Context: an optimization exercise on an open-source flow, tuned for small area. The choices shown serve that exercise and are no tape-out recipe. Only simulation tests tie the RTL to the original design; equivalence was not proved. Power and IR drop assume default switching activity.

// script_lexer
module script_lexer (
  input  logic        clk,
  input  logic        rst_n,
  input  logic        in_valid,
  output logic        in_stall,
  input  logic [8:0]  in_data,    
  output logic        out_valid,
  input  logic        out_stall,
  output logic [54:0] out_data    
);
Size: roughly 420 cells after synthesis, about 46 flip-flops, ~70 I/O pins.
Settings: LEC_CHECK=0, ABC_AREA=1, CAP_MARGIN=20, CORE_MARGIN=2, CORE_UTILIZATION=40, CTS_BUF_LIST=sky130_fd_sc_hd__clkbuf_8, PLACE_DENSITY=0.6, SLEW_MARGIN=20; clock period 8.0 ns.
standard.sh (not shown) runs the stock make flow with config.mk's settings and CLKGATE_MAP_FILE= SYNTH_SCRIPT=/design/flow/synth_recipe.tcl, a recipe that flattens the netlist after the stock synthesis.
==> flow/flow/run.sh <==
#!/bin/bash
# The standard layout (standard.sh), with two changes to how it is made:
#  - synthesis maps the logic with the area-oriented ABC script in flow/abc_area.script
#    (a copy of ORFS's scripts folder is used, with only that file replaced);
#  - port buffering uses the smallest buffer, sky130_fd_sc_hd__buf_1.
# Every tool's output goes to the ORFS logs under orfs/logs, and the make output to standard.log.
set -euo pipefail
rm -rf scripts
cp -r "$FLOW_HOME/scripts" scripts
cp flow/abc_area.script scripts/abc_area.script
export SCRIPTS_DIR="$PWD/scripts"
export BUFFER_PORTS_ARGS="-buffer_cell sky130_fd_sc_hd__buf_1"
bash standard.sh > standard.log 2>&1
==> flow/flow/abc_area.script <==
&get -n
&st
&deepsyn -T 60
&dch -f
&nf -p -R 1000 -F 8 -A 4
&put
topo
stime -c
Then changed:
- CTS_CLUSTER_DIAMETER: not set -> 300
- CTS_CLUSTER_SIZE: not set -> 30
Result: Clock power barely changes; wire length does not change; synthesized area stays the same; clock-buffer cell count does not change.
Then changed:
- CTS_BUF_LIST: sky130_fd_sc_hd__clkbuf_8 -> sky130_fd_sc_hd__clkbuf_16
- CTS_CLUSTER_SIZE: 30 -> 64
First-iteration DRC count rose by about a fifth.
Global-route usage barely changes.
Synthesized area is unchanged.


try-garnet:
script_lexer, a different RTL version from the one above (not shown whole).
Size: ~370 cells after synthesis, roughly 46 flip-flops, about 70 I/O pins.
==> flow/design.v (excerpt) <==
module script_lexer (
  input  logic        clk,
  input  logic        rst_n,
  input  logic        in_valid,
  output logic        in_stall,
  input  logic [8:0]  in_data,    
  output logic        out_valid,
  input  logic        out_stall,
  output logic [54:0] out_data    
);
clock: 8.0 ns
lec_check: 0
abc_area: 1
cap_margin: 20
core_margin: 2
core_utilization: 40
cts_buf_list: sky130_fd_sc_hd__clkbuf_8
gpl_timing_driven: 0
place_density: 0.6
slew_margin: 20
==> flow/flow/run.sh <==
#!/bin/bash
# The standard layout (standard.sh), with two changes to how it is made:
#  - synthesis maps the logic with the area-oriented ABC script in flow/abc_area.script
#    (a copy of ORFS's scripts folder is used, with only that file replaced);
#  - port buffering uses the smallest buffer, sky130_fd_sc_hd__buf_1.
# Every tool's output goes to the ORFS logs under orfs/logs, and the make output to standard.log.
set -euo pipefail
rm -rf scripts
cp -r "$FLOW_HOME/scripts" scripts
cp flow/abc_area.script scripts/abc_area.script
export SCRIPTS_DIR="$PWD/scripts"
export BUFFER_PORTS_ARGS="-buffer_cell sky130_fd_sc_hd__buf_1"
export SYNTH_INSBUF=0
bash standard.sh > standard.log 2>&1
==> flow/flow/abc_area.script <==
&get -n
&st
&deepsyn -J 200 -T 240
&dch -f
&nf -p -R 1000 -F 16 -A 8 -C 32
&put
topo
stime -c
try-garnet reached the final stage; the timing, DRC and antenna checks on its layout passed.
Setup changes, try-garnet to try-ember
# try-garnet
export LEC_CHECK = 0
export ABC_AREA = 1
export CAP_MARGIN = 20
export CORE_MARGIN = 2
export CORE_UTILIZATION = 40
export CTS_BUF_LIST = sky130_fd_sc_hd__clkbuf_8
export GPL_TIMING_DRIVEN = 0
export PLACE_DENSITY = 0.6
export SLEW_MARGIN = 20
create_clock -name core_clock -period 8.0 [get_ports {clk}]
# try-ember
export LEC_CHECK = 0
export ABC_AREA = 1
export CAP_MARGIN = 20
export CORE_MARGIN = 2
export CORE_UTILIZATION = 40
export CTS_BUF_LIST = sky130_fd_sc_hd__clkbuf_8
export PLACE_DENSITY = 0.6
export SLEW_MARGIN = 20
create_clock -name core_clock -period 8.0 [get_ports {clk}]
diff --git a/flow/flow/run.sh b/flow/flow/run.sh
--- a/flow/flow/run.sh
+++ b/flow/flow/run.sh
@@ -13 +12,0 @@
-export SYNTH_INSBUF=0
==> run summary <==
- On total chip power, try-ember tracks try-garnet almost exactly.
- Reported for try-ember and try-garnet, detailed-routing iteration count for the pre-antenna-repair pass turned out identical to the last digit.
- Maximum clock skew at final layout was higher in try-ember than in try-garnet.
- The cell-internal power was comparable across try-ember and try-garnet.
- Between try-ember and try-garnet, sequential portion of the cell area is lower for try-ember, try-garnet comes in above that.
- Peak ir drop on the vdd network (try-ember vs. try-garnet) increases by more than a quarter
- Diff try-garnet -> try-ember: routed wire length moved up, post-synthesis simple-gate area fraction has decreased, sum of net half-perimeters after detailed placement now larger.
- try-ember completed end to end with timing, DRC and antenna clean.
Changes in try-umber relative to try-ember:
diff --git a/flow/flow/run.sh b/flow/flow/run.sh
--- a/flow/flow/run.sh
+++ b/flow/flow/run.sh
@@ -12,0 +13 @@
+export SYNTH_INSBUF=0
### Flow results
| design area | higher: try-ember |. The final reports for try-umber and try-ember show depth of the most critical reg-to-reg path lower in the former. The final reports for try-umber and try-ember show leakage power lower in the former.

separate check: timing with driven ports:
No port has a modelled driver above. Below, the same layouts with a new extraction and two added sets of constraints. Step 1 (the two cells are an assumption about what drives the block):
set clk [get_ports {clk}]
set_driving_cell -lib_cell sky130_fd_sc_hd__clkbuf_16 $clk
set_driving_cell -lib_cell sky130_fd_sc_hd__buf_2 [delete_from_list [all_inputs] $clk]
Step 2 moves the port delays by t, midway between the first and last clock arrival at a register: inputs arrive t later, outputs are due t later. That takes back most of the time a late clock gives input paths. a / b / c = ideal / step 1 / step 2; a / b = the first two.
| run | shift t [ns] | slack for setup (ns) | worst setup path at the end |
|---|---|---|---|
| the first run of note 1 | 0.327 | 0.862 / 0.864 / 0.538 | input to register |
| the second run of note 1 | 0.327 | 0.862 / 0.864 / 0.538 | input to register |
| the third run of note 1 | 0.315 | 0.806 / 0.816 / 0.501 | input to register |
| try-garnet | 0.328 | 0.404 / 0.411 / 0.083 | input to register |
| try-ember | 0.333 | 0.588 / 0.584 / 0.251 | input to register |
| try-umber | 0.328 | 0.526 / 0.536 / 0.209 | input to register |
After both steps setup and hold are still met in every run listed. The setup slack of try-ember, which loses most, moves by -0.004 ns with the drivers and by -0.337 ns with both steps.
